What follows belongs to an exercise in optimizing a design on an open flow for small area; a production flow would make more cautious choices. RTL that was checked went through simulation tests only; none was proved equivalent to the original. Power and IR drop assume default switching activity.

Design md_exec_unit, start of the top module:
module md_exec_unit
(
    input  logic               clk,
    input  logic               reset,
    input  logic               req_valid,
    input  logic [3:0]         op,
    input  logic [63:0]        srca,
    input  logic [63:0]        srcb,
    input  logic               hold,
    input  logic               flush,
    output logic               exe_is_waiting,
    output logic               result_valid,
    output logic [63:0]        result
);
For scale: roughly 1300 cells after synthesis.
==> flow/config.mk <==
export PLATFORM = sky130hd
export DESIGN_NAME = md_exec_unit
export DESIGN_NICKNAME = md_exec_unit
export VERILOG_FILES = /design/flow/design.v
export SDC_FILE = /design/flow/constraint.sdc
export NUM_CORES = 4
export LEC_CHECK = 0
export ABC_AREA = 1
export CAP_MARGIN = 0
export CORE_MARGIN = 2
export CORE_UTILIZATION = 65
export CTS_BUF_LIST = sky130_fd_sc_hd__clkbuf_4
export SLEW_MARGIN = 0
==> flow/constraint.sdc <==
create_clock -name core_clock -period 5.5 [get_ports {clk}]
set_input_delay 1.1000 -clock core_clock [delete_from_list [all_inputs] [get_ports {clk}]]
set_output_delay 1.1000 -clock core_clock [all_outputs]
set_load 0.01 [all_outputs]
standard.sh (not shown) runs the stock make flow with config.mk's settings and CLKGATE_MAP_FILE= SYNTH_SCRIPT=/design/flow/synth_recipe.tcl, a recipe that flattens the netlist after the stock synthesis.
==> flow/flow/run.sh <==
#!/bin/bash
set -euo pipefail
export BUFFER_PORTS_ARGS="-buffer_cell sky130_fd_sc_hd__buf_1"
export CTS_ARGS="-sink_clustering_enable -repair_clock_nets -dont_use_dummy_load -buf_list sky130_fd_sc_hd__clkbuf_16 -sink_clustering_size 27 -sink_clustering_max_diameter 80"
bash standard.sh > standard_sh.log 2>&1
Change:
==> flow/flow/run.sh (replaced) <==
#!/bin/bash
# The standard layout (standard.sh), with two changes:
# - the port buffers are the smallest buffer cell, sky130_fd_sc_hd__buf_1;
# - clock tree synthesis inserts no dummy loads and clusters up to 9 sinks
#   per clkbuf_4 leaf buffer.
# All of the make output goes to standard_sh.log; ORFS keeps its per-step
# logs under orfs/logs.
set -euo pipefail
export BUFFER_PORTS_ARGS="-buffer_cell sky130_fd_sc_hd__buf_1"
export CTS_ARGS="-sink_clustering_enable -repair_clock_nets -dont_use_dummy_load -buf_list sky130_fd_sc_hd__clkbuf_4 -sink_clustering_size 9 -sink_clustering_max_diameter 50"
bash standard.sh > standard_sh.log 2>&1
Settings changed: CORE_UTILIZATION 65 to 78, CTS_BUF_LIST sky130_fd_sc_hd__clkbuf_4 to not set.
Outcome:
- global-route usage came out higher by 6.6 points
- worst setup slack gets worse by 0.024 ns
- final cell count came out lower by about 1.7%
- final area drops by about 1.1%
Change:
Settings changed: CORE_UTILIZATION 78 to 65, CTS_BUF_LIST set to sky130_fd_sc_hd__clkbuf_4.
After rerunning: Setup slack gets better by 0.075 ns. Global-route usage falls by 6.2 points. Die area is higher by 19%. Combinational power falls by about 2%. Total power rose by about 0.7%.

* * *

md_exec_unit, a different RTL version from the one above (not shown whole).
Size: ~1400 cells after synthesis, roughly 220 flip-flops, roughly 200 I/O pins, about 12000 um^2 of cells after synthesis.
clock: 5.5 ns
lec_check: 0
abc_area: 1
cap_margin: 0
core_margin: 2
core_utilization: 65
cts_buf_list: sky130_fd_sc_hd__clkbuf_8
cts_cluster_size: 40
slew_margin: 0
run.sh (not shown) runs the stock make flow with config.mk's settings and CLKGATE_MAP_FILE= SYNTH_SCRIPT=/design/flow/synth_recipe.tcl, a recipe that flattens the netlist after the stock synthesis.
Stock flow here: none of the scripts above is used.
Change:
- CTS_BUF_LIST: sky130_fd_sc_hd__clkbuf_8 -> sky130_fd_sc_hd__clkbuf_4
- CTS_CLUSTER_SIZE: 40 -> default
Cell area barely changes.
Die area does not change.
Final cell count climbs by 1.8%.
Change:
==> flow/flow/run.sh (new file) <==
#!/bin/bash
# Standard layout, except that the port buffers are the smallest buffer cell.
set -euo pipefail
export BUFFER_PORTS_ARGS="-buffer_cell sky130_fd_sc_hd__buf_1"
bash standard.sh > standard_sh.log 2>&1
==> flow/standard.sh (new file) <==
#!/bin/bash
# synth_recipe.tcl (not shown) runs the flow's synth.tcl, then flattens the netlist and writes it again
# the make line also repeats each setting of config.mk as NAME=value (left out here)
make -C /OpenROAD-flow-scripts/flow DESIGN_CONFIG=/design/flow/config.mk WORK_HOME=/design/flow/orfs CLKGATE_MAP_FILE= SYNTH_SCRIPT=/design/flow/synth_recipe.tcl "${@:-finish}"
removed: flow/run.sh
Core utilization came out lower by 6.5 points; worst hold slack gets worse by 0.096 ns; total power goes down by about 2.3%.
Change:
==> flow/run.sh (new file) <==
#!/bin/bash
# synth_recipe.tcl (not shown) runs the flow's synth.tcl, then flattens the netlist and writes it again
# the make line also repeats each setting of config.mk as NAME=value (left out here)
make -C /OpenROAD-flow-scripts/flow DESIGN_CONFIG=/design/flow/config.mk WORK_HOME=/design/flow/orfs CLKGATE_MAP_FILE= SYNTH_SCRIPT=/design/flow/synth_recipe.tcl finish
- GPL_TIMING_DRIVEN: default -> 0
removed: flow/flow/run.sh
removed: flow/standard.sh
The new run completed without violations.
Die area stays the same.
Synthesized cell count is unchanged.
Cell area came out higher by 10%.
Non-clock buffer count came out higher by 60.
Function was not checked in any run of this note: the RTL went through the layout flow alone.

* * *

== build 54 ==
md_exec_unit with an RTL version that a note above also has.
For scale: roughly 1,300 cells after synthesis, about 220 flip-flops, about 200 I/O pins.
export LEC_CHECK = 0
export ABC_AREA = 1
export CAP_MARGIN = 0
export CORE_MARGIN = 2
export CORE_UTILIZATION = 65
export CTS_BUF_LIST = sky130_fd_sc_hd__clkbuf_4
export SLEW_MARGIN = 0
create_clock -name core_clock -period 5.5 [get_ports {clk}]
standard.sh (not shown) runs the stock make flow with config.mk's settings and CLKGATE_MAP_FILE= SYNTH_SCRIPT=/design/flow/synth_recipe.tcl, a recipe that flattens the netlist after the stock synthesis.
==> flow/flow/run.sh <==
#!/bin/bash
set -euo pipefail
export BUFFER_PORTS_ARGS="-buffer_cell sky130_fd_sc_hd__buf_1"
export CTS_ARGS="-sink_clustering_enable -repair_clock_nets -dont_use_dummy_load -buf_list sky130_fd_sc_hd__clkbuf_8 -sink_clustering_size 16 -sink_clustering_max_diameter 60"
bash standard.sh > standard_sh.log 2>&1
Edits applied to the flow inputs when going from build 54 to build 34:
Settings: putting CTS_CLUSTER_DIAMETER at 50 where nothing was set; putting CTS_CLUSTER_SIZE at 9 where nothing was set.
==> flow/run.sh (new file) <==
#!/bin/bash
# synth_recipe.tcl (not shown) runs the flow's synth.tcl, then flattens the netlist and writes it again
# the make line also repeats each setting of config.mk as NAME=value (left out here)
make -C /OpenROAD-flow-scripts/flow DESIGN_CONFIG=/design/flow/config.mk WORK_HOME=/design/flow/orfs CLKGATE_MAP_FILE= SYNTH_SCRIPT=/design/flow/synth_recipe.tcl finish
removed: flow/flow/run.sh
removed: flow/standard.sh
==> comparison <==
Taking build 54 as the reference, in build 34 sum of net half-perimeters after detailed placement up 850 µm; part of the power in registers fell by 5.1 points; number of cell instances on the worst register-to-register path fell by 4.9%; number of fillers in the final layout went down by 212.
From build 54 to build 34, leftover overflow at the end of global routing did not move at all.
Setup changes, build 34 to build 55
Settings: CTS_CLUSTER_DIAMETER removed (was 50); CTS_CLUSTER_SIZE removed (was 9).
==> flow/flow/run.sh (new file) <==
#!/bin/bash
set -euo pipefail
export BUFFER_PORTS_ARGS="-buffer_cell sky130_fd_sc_hd__buf_1"
export CTS_ARGS="-sink_clustering_enable -repair_clock_nets -dont_use_dummy_load -buf_list sky130_fd_sc_hd__clkbuf_4 -sink_clustering_size 9 -sink_clustering_max_diameter 50"
bash standard.sh > standard_sh.log 2>&1
==> flow/standard.sh (new file) <==
#!/bin/bash
# synth_recipe.tcl (not shown) runs the flow's synth.tcl, then flattens the netlist and writes it again
# the make line also repeats each setting of config.mk as NAME=value (left out here)
make -C /OpenROAD-flow-scripts/flow DESIGN_CONFIG=/design/flow/config.mk WORK_HOME=/design/flow/orfs CLKGATE_MAP_FILE= SYNTH_SCRIPT=/design/flow/synth_recipe.tcl "${@:-finish}"
removed: flow/run.sh
Results
- Utilization | build 55 below build 34
- Critical path depth (higher): build 55
- [build 55 vs build 34] first-pass GRT wire length: lower in build 55
- Combinational cell power for build 55 is lower than for build 34.
- As far as number of enable-type register cells in the synthesized netlist goes, build 34 and build 55 are indistinguishable; the numbers are identical.
- Higher measured slew at the worst slew-check pin goes to build 34 over build 55.
- Changes observed in build 55 relative to build 34: number of global-route vias before repair down 163; met1 routed wirelength after detailed routing moved up; routed wire length on met2 lost 3.7%; clock network fraction of total power fell by 2.9 points; met1 usage in global routing closely matched the old numbers.

-- what the ideal ports hide --
How much do the figures lean on ideal ports? The routed layouts below were timed once more, with nothing changed but the port constraints.
Step 1 sets driving cells, clkbuf_16 on the clock port and buf_2 on the other inputs (assumed; they add their load-dependent delay and slew).
Step 2, shift: input delay + t, output delay - t, t = (earliest + latest rising clock arrival at the registers) / 2. This alone moves slack from input paths to output paths.
Three values: ideal ports, drivers, drivers and shift; two values: the first two.
run | t, ns | setup slack, ns | hold slack, ns | cell pins on the clock port's net
the first run of note 1 | 0.500 | 0.562 / 0.562 / 0.562 | 0.429 / 0.411 / 0.453 | 1
the second run of note 1 | 0.683 | 0.539 / 0.539 / 0.539 | 0.276 / 0.262 / 0.481 | 1
the third run of note 1 | 0.703 | 0.613 / 0.613 / 0.613 | 0.238 / 0.218 / 0.456 | 1
the first run of note 2 | 0.579 | 0.427 / 0.427 / 0.427 | 0.457 / 0.457 / 0.457 | 1
the second run of note 2 | 0.707 | 0.468 / 0.468 / 0.468 | 0.459 / 0.459 / 0.459 | 1
the third run of note 2 | 0.701 | 0.469 / 0.469 / 0.469 | 0.363 / 0.346 / 0.455 | 1
the fourth run of note 2 | 0.737 | 0.287 / 0.287 / 0.287 | 0.457 / 0.457 / 0.457 | 1
build 54 | 0.557 | 0.598 / 0.598 / 0.598 | 0.399 / 0.377 / 0.449 | 1
build 34 | 0.716 | 0.576 / 0.576 / 0.576 | 0.458 / 0.458 / 0.458 | 1
build 55 | 0.703 | 0.613 / 0.613 / 0.613 | 0.238 / 0.218 / 0.456 | 1
After both steps setup and hold are still met in every run listed.
